Background: an optimization exercise with open tools, aiming at small area, a short achievable clock period and few clock cycles per item. Do not read the settings as production practice.
RTL that was checked went through simulation tests only; none was proved equivalent to the original.
Power and IR drop assume default switching activity.

==> flow/design.v <==
module ex_stage_mc #(
   parameter int DATA_W  = 32,
   parameter int RADDR_W = 5,
   parameter int MUL_BPC = 1
) (
   input  logic               CLK,
   input  logic               RESET,
   input  logic               in_valid,
   output logic               in_ready,
   input  logic               flush,
   input  logic [DATA_W-1:0]  PCPlus4_in,
   input  logic [DATA_W-1:0]  imm_signExtended_in,
   input  logic [DATA_W-1:0]  imm_zeroExtended_in,
   input  logic [DATA_W-1:0]  rs_reg_in,
   input  logic [DATA_W-1:0]  rt_reg_in,
   input  logic [RADDR_W-1:0] rt_addr_in,
   input  logic [RADDR_W-1:0] rd_addr_in,
   input  logic [4:0]         shamt_in,
   input  logic               RegWriteD,
   input  logic               MemtoRegD,
   input  logic               MemWriteD,
   input  logic               BranchD,
   input  logic               JumpD,
   input  logic               RegDstD,
   input  logic [5:0]         ALUopD,
   input  logic [5:0]         ALUfunctD,
   output logic               out_valid,
   input  logic               out_ready,
   output logic               RegWriteE,
   output logic               MemtoRegE,
   output logic               MemWriteE,
   output logic               BranchE,
   output logic               JumpE,
   output logic [5:0]         ALUopE,
   output logic [DATA_W-1:0]  WriteData_out,
   output logic [DATA_W-1:0]  PCBranch_out,
   output logic [RADDR_W-1:0] wb_addr_out,
   output logic [DATA_W-1:0]  ALUOut,
   output logic [DATA_W-1:0]  hi_out,
   output logic [DATA_W-1:0]  lo_out,
   output logic               busy
);
   localparam int W  = DATA_W;
   localparam int SW = W + 9;           
   logic               vld;             
   logic               mrun;            
   logic [1:0]         cnt;             
   logic               msgn;            
   logic [W-1:0]       alu_q, pcb_q, wd_q, hi, lo;
   logic [RADDR_W-1:0] wb_q;
   logic [5:0]         op_q;
   logic               regw_q, m2r_q, memw_q, br_q, jmp_q;
   logic cap, is_mul;
   assign out_valid = vld && !mrun;
   assign busy      = vld && mrun;
   assign in_ready  = !mrun && (!vld || out_ready);
   assign cap       = in_valid && in_ready && !flush;
   logic [5:0] op, fn;
   logic rtype, s_add, s_and, s_or, s_xor, s_nor, s_slt, s_sltu;
   logic s_sll, s_srl, s_sra, s_hi, s_lo, s_pc, s_imm, s_immz;
   assign op     = ALUopD;
   assign fn     = ALUfunctD;
   assign rtype  = (op == 6'h00);
   assign is_mul = rtype && (fn[5:1] == 5'b01100);
   assign s_imm  = (op == 6'h08) || (op == 6'h09) || (op == 6'h23) || (op == 6'h2B);
   assign s_add  = (rtype && (fn[5:2] == 4'b1000)) || s_imm || (op == 6'h04) || (op == 6'h05);
   assign s_immz = (op == 6'h0C) || (op == 6'h0D);
   assign s_and  = (rtype && (fn == 6'h24)) || (op == 6'h0C);
   assign s_or   = (rtype && (fn == 6'h25)) || (op == 6'h0D);
   assign s_xor  = rtype && (fn == 6'h26);
   assign s_nor  = rtype && (fn == 6'h27);
   assign s_slt  = rtype && (fn == 6'h2A);
   assign s_sltu = rtype && (fn == 6'h2B);
   assign s_sll  = rtype && (fn == 6'h00);
   assign s_srl  = rtype && (fn == 6'h02);
   assign s_sra  = rtype && (fn == 6'h03);
   assign s_hi   = rtype && (fn == 6'h10);
   assign s_lo   = rtype && (fn == 6'h12);
   assign s_pc   = (op == 6'h03);
   logic [W-1:0] rs, rt, addb, lopb, sum, shin, shout, shres, alu;
   logic [W+1:0] sumc;
   logic         sltu, slt, a_sub, a_imm;
   logic signed [W:0] shx, shy;     
   assign rs   = rs_reg_in;
   assign rt   = rt_reg_in;
   assign a_sub = op[2] || (fn[1] && !op[3] && !op[5]);
   assign a_imm = op[3] || op[5];
   assign addb = a_imm ? imm_signExtended_in : (rt ^ {W{a_sub}});
   assign sumc = {1'b0, rs, 1'b1} + {1'b0, addb, a_sub};    
   assign sum  = sumc[W:1];
   assign sltu = !sumc[W+1];
   assign slt  = (rs[W-1] ^ rt[W-1]) ? rs[W-1] : sum[W-1];
   assign lopb = s_immz ? imm_zeroExtended_in : rt;
   always_comb begin
      for (int i = 0; i < W; i++) shin[i] = fn[1] ? rt[i] : rt[W-1-i];
   end
   assign shx   = {fn[0] && rt[W-1], shin};
   assign shy   = shx >>> shamt_in;
   assign shout = shy[W-1:0];
   always_comb begin
      for (int i = 0; i < W; i++) shres[i] = fn[1] ? shout[i] : shout[W-1-i];
   end
   assign alu = ({W{s_add}} & sum)
              | ({W{s_and}} & (rs & lopb))
              | ({W{s_or}}  & (rs | lopb))
              | ({W{s_xor}} & (rs ^ rt))
              | ({W{s_nor}} & ~(rs | rt))
              | {{(W-1){1'b0}}, (s_slt && slt) || (s_sltu && sltu)}
              | ({W{s_sll || s_srl || s_sra}} & shres)
              | ({W{s_hi}} & hi_v)
              | ({W{s_lo}} & lo)
              | ({W{s_pc}} & PCPlus4_in);
   always_ff @(posedge CLK or posedge RESET) begin
      if (RESET)                         vld <= 1'b0;
      else if (flush)                    vld <= 1'b0;
      else if (cap)                      vld <= 1'b1;
      else if (out_valid && out_ready)   vld <= 1'b0;
   end
   always_ff @(posedge CLK) begin
      if (cap) begin
         alu_q  <= alu;
         pcb_q  <= PCPlus4_in + (imm_signExtended_in << 2);
         wd_q   <= rt_reg_in;
         wb_q   <= (op == 6'h03) ? RADDR_W'(31) : (RegDstD ? rd_addr_in : rt_addr_in);
         op_q   <= ALUopD;
         regw_q <= RegWriteD;
         m2r_q  <= MemtoRegD;
         memw_q <= MemWriteD;
         br_q   <= BranchD;
         jmp_q  <= JumpD;
      end
   end
   logic [W:0]    a33;                  
   logic [W+1:0]  ax;                   
   logic [11:0]   bsel, bsel_nxt;       
   logic          bext, bext_nxt;       
   logic          hx;                   
   logic [3:0]    pend;                 
   logic [W+1:0]  row [4];
   logic [SW-1:0] o [6];
   logic [SW-1:0] s1, c1, s2, c2, s3, c3, s4, c4, s;
   logic [3:0]    co;
   logic [W-1:0]  hi_v;                 
   logic          last;
   localparam logic [SW-1:0] CK = (SW'(1) << (W+2)) | (SW'(1) << (W+4)) | (SW'(1) << (W+6))
                                | (SW'(1) << (W+8));
   function automatic logic [2:0] booth(input logic [2:0] b);
      booth[2] = b[2] && !(b[1] && b[0]);                           
      booth[1] = (b[2] && !b[1] && !b[0]) || (!b[2] && b[1] && b[0]);  
      booth[0] = b[1] ^ b[0];                                       
   endfunction
   assign a33  = {msgn && wd_q[W-1], wd_q};
   assign ax   = {a33[W], a33};
   assign last = (cnt == 2'd3);
   always_comb begin
      logic [8:0] nb;
      nb = mrun ? lo[15:7] : {rs_reg_in[7:0], 1'b0};
      for (int d = 0; d < 4; d++) bsel_nxt[3*d +: 3] = booth(nb[2*d +: 3]);
      bext_nxt = mrun && (cnt == 2'd2) && !msgn && lo[15];
   end
   always_comb begin
      for (int d = 0; d < 4; d++)
         for (int j = 0; j < W + 2; j++)
            row[d][j] = ((bsel[3*d] && ax[j]) || (bsel[3*d+1] && (j > 0 ? ax[j-1] : 1'b0)))
                        ^ bsel[3*d+2];
   end
   always_comb begin
      for (int k = 0; k < 6; k++) o[k] = '0;
      o[0][W-1:0] = hi;
      o[0][W]     = hx;
      o[0][W+1]   = !hx;
      for (int d = 0; d < 4; d++) begin
         o[d+1][2*d +: W+2] = {!row[d][W+1], row[d][W:0]};
         o[5][2*d]          = bsel[3*d+2];    
      end
      o[5][W+7:8] = bext ? wd_q : '0;
      o[1] = o[1] | CK;
   end
   function automatic logic [SW-1:0] fa_s(input logic [SW-1:0] a, b, c);
      fa_s = a ^ b ^ c;
   endfunction
   function automatic logic [SW-1:0] fa_c(input logic [SW-1:0] a, b, c);
      fa_c = ((a & b) | (a & c) | (b & c)) << 1;
   endfunction
   assign s1 = fa_s(o[0], o[1], o[2]);
   assign c1 = fa_c(o[0], o[1], o[2]);
   assign s2 = fa_s(o[3], o[4], o[5]);
   assign c2 = fa_c(o[3], o[4], o[5]);
   assign s3 = fa_s(s1, c1, s2);
   assign c3 = fa_c(s1, c1, s2);
   assign s4 = fa_s(s3, c3, c2);
   assign c4 = fa_c(s3, c3, c2);
   always_comb begin
      logic [9:0] b;
      for (int k = 0; k < 4; k++) begin
         b = {1'b0, s4[8*k +: 8], 1'b1} + {1'b0, c4[8*k +: 8], pend[k]};
         s[8*k +: 8] = b[8:1];
         co[k]       = b[9];
      end
      s[SW-1:32] = s4[SW-1:32] + c4[SW-1:32];
   end
   assign hi_v = hi + {pend[3], 7'b0, pend[2], 7'b0, pend[1], 7'b0, pend[0]};
   always_ff @(posedge CLK or posedge RESET) begin
      if (RESET) begin
         mrun <= 1'b0;
         hi   <= '0;
         hx   <= 1'b0;
         pend <= '0;
         lo   <= '0;
      end else if (cap && is_mul) begin
         mrun <= 1'b1;
         hi   <= '0;
         hx   <= 1'b0;
         pend <= '0;
         lo   <= rs_reg_in;
      end else if (mrun) begin
         {hx, hi} <= s[SW-1:8];
         pend     <= co;
         lo       <= {s[7:0], lo[W-1:8]};
         if (last) mrun <= 1'b0;
      end
   end
   always_ff @(posedge CLK) begin
      cnt  <= mrun ? cnt + 2'd1 : 2'd0;
      bsel <= bsel_nxt;
      bext <= bext_nxt;
      if (cap) msgn <= !fn[0];
   end
   assign ALUOut        = alu_q;
   assign PCBranch_out  = pcb_q;
   assign WriteData_out = wd_q;
   assign wb_addr_out   = wb_q;
   assign ALUopE        = op_q;
   assign RegWriteE     = regw_q && out_valid;
   assign MemtoRegE     = m2r_q  && out_valid;
   assign MemWriteE     = memw_q && out_valid;
   assign BranchE       = br_q   && out_valid;
   assign JumpE         = jmp_q  && out_valid;
   assign hi_out        = hi_v;
   assign lo_out        = lo;
endmodule
clock: 9.0 ns
lec_check: 0
cap_margin: 20
core_margin: 2
core_utilization: 40
setup_slack_margin: 4.0
slew_margin: 20
standard.sh (not shown) runs the stock make flow with config.mk's settings and CLKGATE_MAP_FILE= SYNTH_SCRIPT=/design/flow/synth_recipe.tcl, a recipe that flattens the netlist after the stock synthesis.
==> flow/flow/run.sh <==
#!/bin/bash
# The standard layout (standard.sh: the ORFS flow, from its standard synthesis to the
# final DEF), with one change: the placer buffers every input and output port with the
# smallest buffer, sky130_fd_sc_hd__buf_1, rather than its default pick (a 10 um2 delay
# buffer). Timing repair still resizes any port buffer that a path needs faster.
# The make output goes to standard.log; ORFS's per-step logs are under orfs/logs/.
set -euo pipefail
export BUFFER_PORTS_ARGS="-buffer_cell sky130_fd_sc_hd__buf_1"
bash standard.sh > standard.log 2>&1
The baseline ran to the end with no violations.
Testbench counts at the start, summed over its fixed seeds: cycles 6,172, instrs 4,000.
Next try:
--- a/flow/design.v
+++ b/flow/design.v
@@ -40,9 +40,9 @@
    output logic [DATA_W-1:0]  lo_out,
    output logic               busy
 );
    localparam int W  = DATA_W;
-   localparam int SW = W + 9;           
+   localparam int SW = W + 8;           
    logic               vld;             
    logic               mrun;            
    logic [1:0]         cnt;             
    logic               msgn;            
@@ -106,9 +106,9 @@
               | ({W{s_xor}} & (rs ^ rt))
               | ({W{s_nor}} & ~(rs | rt))
               | {{(W-1){1'b0}}, (s_slt && slt) || (s_sltu && sltu)}
               | ({W{s_sll || s_srl || s_sra}} & shres)
-              | ({W{s_hi}} & hi_v)
+              | ({W{s_hi}} & hi)
               | ({W{s_lo}} & lo)
               | ({W{s_pc}} & PCPlus4_in);
    always_ff @(posedge CLK or posedge RESET) begin
       if (RESET)                         vld <= 1'b0;
@@ -133,18 +133,13 @@
    logic [W:0]    a33;                  
    logic [W+1:0]  ax;                   
    logic [11:0]   bsel, bsel_nxt;       
    logic          bext, bext_nxt;       
-   logic          hx;                   
-   logic [3:0]    pend;                 
    logic [W+1:0]  row [4];
    logic [SW-1:0] o [6];
    logic [SW-1:0] s1, c1, s2, c2, s3, c3, s4, c4, s;
-   logic [3:0]    co;
-   logic [W-1:0]  hi_v;                 
    logic          last;
-   localparam logic [SW-1:0] CK = (SW'(1) << (W+2)) | (SW'(1) << (W+4)) | (SW'(1) << (W+6))
-                                | (SW'(1) << (W+8));
+   localparam logic [SW-1:0] CK = (SW'(1) << (W+2)) | (SW'(1) << (W+4)) | (SW'(1) << (W+6));
    function automatic logic [2:0] booth(input logic [2:0] b);
       booth[2] = b[2] && !(b[1] && b[0]);                           
       booth[1] = (b[2] && !b[1] && !b[0]) || (!b[2] && b[1] && b[0]);  
       booth[0] = b[1] ^ b[0];                                       
@@ -165,16 +160,16 @@
                         ^ bsel[3*d+2];
    end
    always_comb begin
       for (int k = 0; k < 6; k++) o[k] = '0;
-      o[0][W-1:0] = hi;
-      o[0][W]     = hx;
-      o[0][W+1]   = !hx;
+      o[0][W-1:0] = {hi[W-1], hi[W-2:0]};
+      o[0][W]     = hi[W-1];
+      o[0][W+1]   = !hi[W-1];
       for (int d = 0; d < 4; d++) begin
          o[d+1][2*d +: W+2] = {!row[d][W+1], row[d][W:0]};
          o[5][2*d]          = bsel[3*d+2];    
       end
-      o[5][W+7:8] = bext ? wd_q : '0;
+      o[5][SW-1:8] = bext ? wd_q : '0;
       o[1] = o[1] | CK;
    end
    function automatic logic [SW-1:0] fa_s(input logic [SW-1:0] a, b, c);
       fa_s = a ^ b ^ c;
@@ -189,35 +184,21 @@
    assign s3 = fa_s(s1, c1, s2);
    assign c3 = fa_c(s1, c1, s2);
    assign s4 = fa_s(s3, c3, c2);
    assign c4 = fa_c(s3, c3, c2);
-   always_comb begin
-      logic [9:0] b;
-      for (int k = 0; k < 4; k++) begin
-         b = {1'b0, s4[8*k +: 8], 1'b1} + {1'b0, c4[8*k +: 8], pend[k]};
-         s[8*k +: 8] = b[8:1];
-         co[k]       = b[9];
-      end
-      s[SW-1:32] = s4[SW-1:32] + c4[SW-1:32];
-   end
-   assign hi_v = hi + {pend[3], 7'b0, pend[2], 7'b0, pend[1], 7'b0, pend[0]};
+   assign s  = s4 + c4;
    always_ff @(posedge CLK or posedge RESET) begin
       if (RESET) begin
          mrun <= 1'b0;
          hi   <= '0;
-         hx   <= 1'b0;
-         pend <= '0;
          lo   <= '0;
       end else if (cap && is_mul) begin
          mrun <= 1'b1;
          hi   <= '0;
-         hx   <= 1'b0;
-         pend <= '0;
          lo   <= rs_reg_in;
       end else if (mrun) begin
-         {hx, hi} <= s[SW-1:8];
-         pend     <= co;
-         lo       <= {s[7:0], lo[W-1:8]};
+         hi   <= s[SW-1:8];
+         lo   <= {s[7:0], lo[W-1:8]};
          if (last) mrun <= 1'b0;
       end
    end
    always_ff @(posedge CLK) begin
@@ -235,7 +216,7 @@
    assign MemtoRegE     = m2r_q  && out_valid;
    assign MemWriteE     = memw_q && out_valid;
    assign BranchE       = br_q   && out_valid;
    assign JumpE         = jmp_q  && out_valid;
-   assign hi_out        = hi_v;
+   assign hi_out        = hi;
    assign lo_out        = lo;
 endmodule
Outcome: The changed run finished clean; final cell count falls by a few percent; via count came out lower slightly; cell area barely changes; register-to-register slack gets worse by 0.18 ns; setup slack loses 0.056 ns; worst hold slack gains 0.0043 ns; global-route usage increases by 2.0 points; sequential power is higher by roughly a tenth; power grows by about a fifth.
Function not checked in the second run of this note: the RTL went through the layout flow alone.

[static timing again, ports no longer ideal]
No port has a modelled driver above. Below, the same layouts with a new extraction and two added sets of constraints. Step 1 assumes that a clkbuf_16 drives the clock port and a buf_2 every other input. Step 2 times the ports against the registers' clock, not the clock port: input delays grow and output delays shrink by t, the midpoint of the rising clock arrivals with the driver on. a / b / c = ideal / step 1 / step 2; a / b = the first two.
| run | t (ns) | setup slack, ns | worst setup path at the end | slew at the worst register clock pin (ns) | worst data-port slew with drivers (ns) |
|---|---|---|---|---|---|
| the first run | 0.585 | 4.067 / 4.004 / 3.558 | input to register | 0.10 / 0.10 | 0.07 |
| the second run | 0.576 | 4.011 / 4.048 / 3.472 | input to register | 0.09 / 0.09 | 0.09 |
After both steps every run listed still meets setup and hold. For the second run, which loses most, drivers alone change the setup slack by +0.037 ns; drivers and shift together by -0.539 ns.
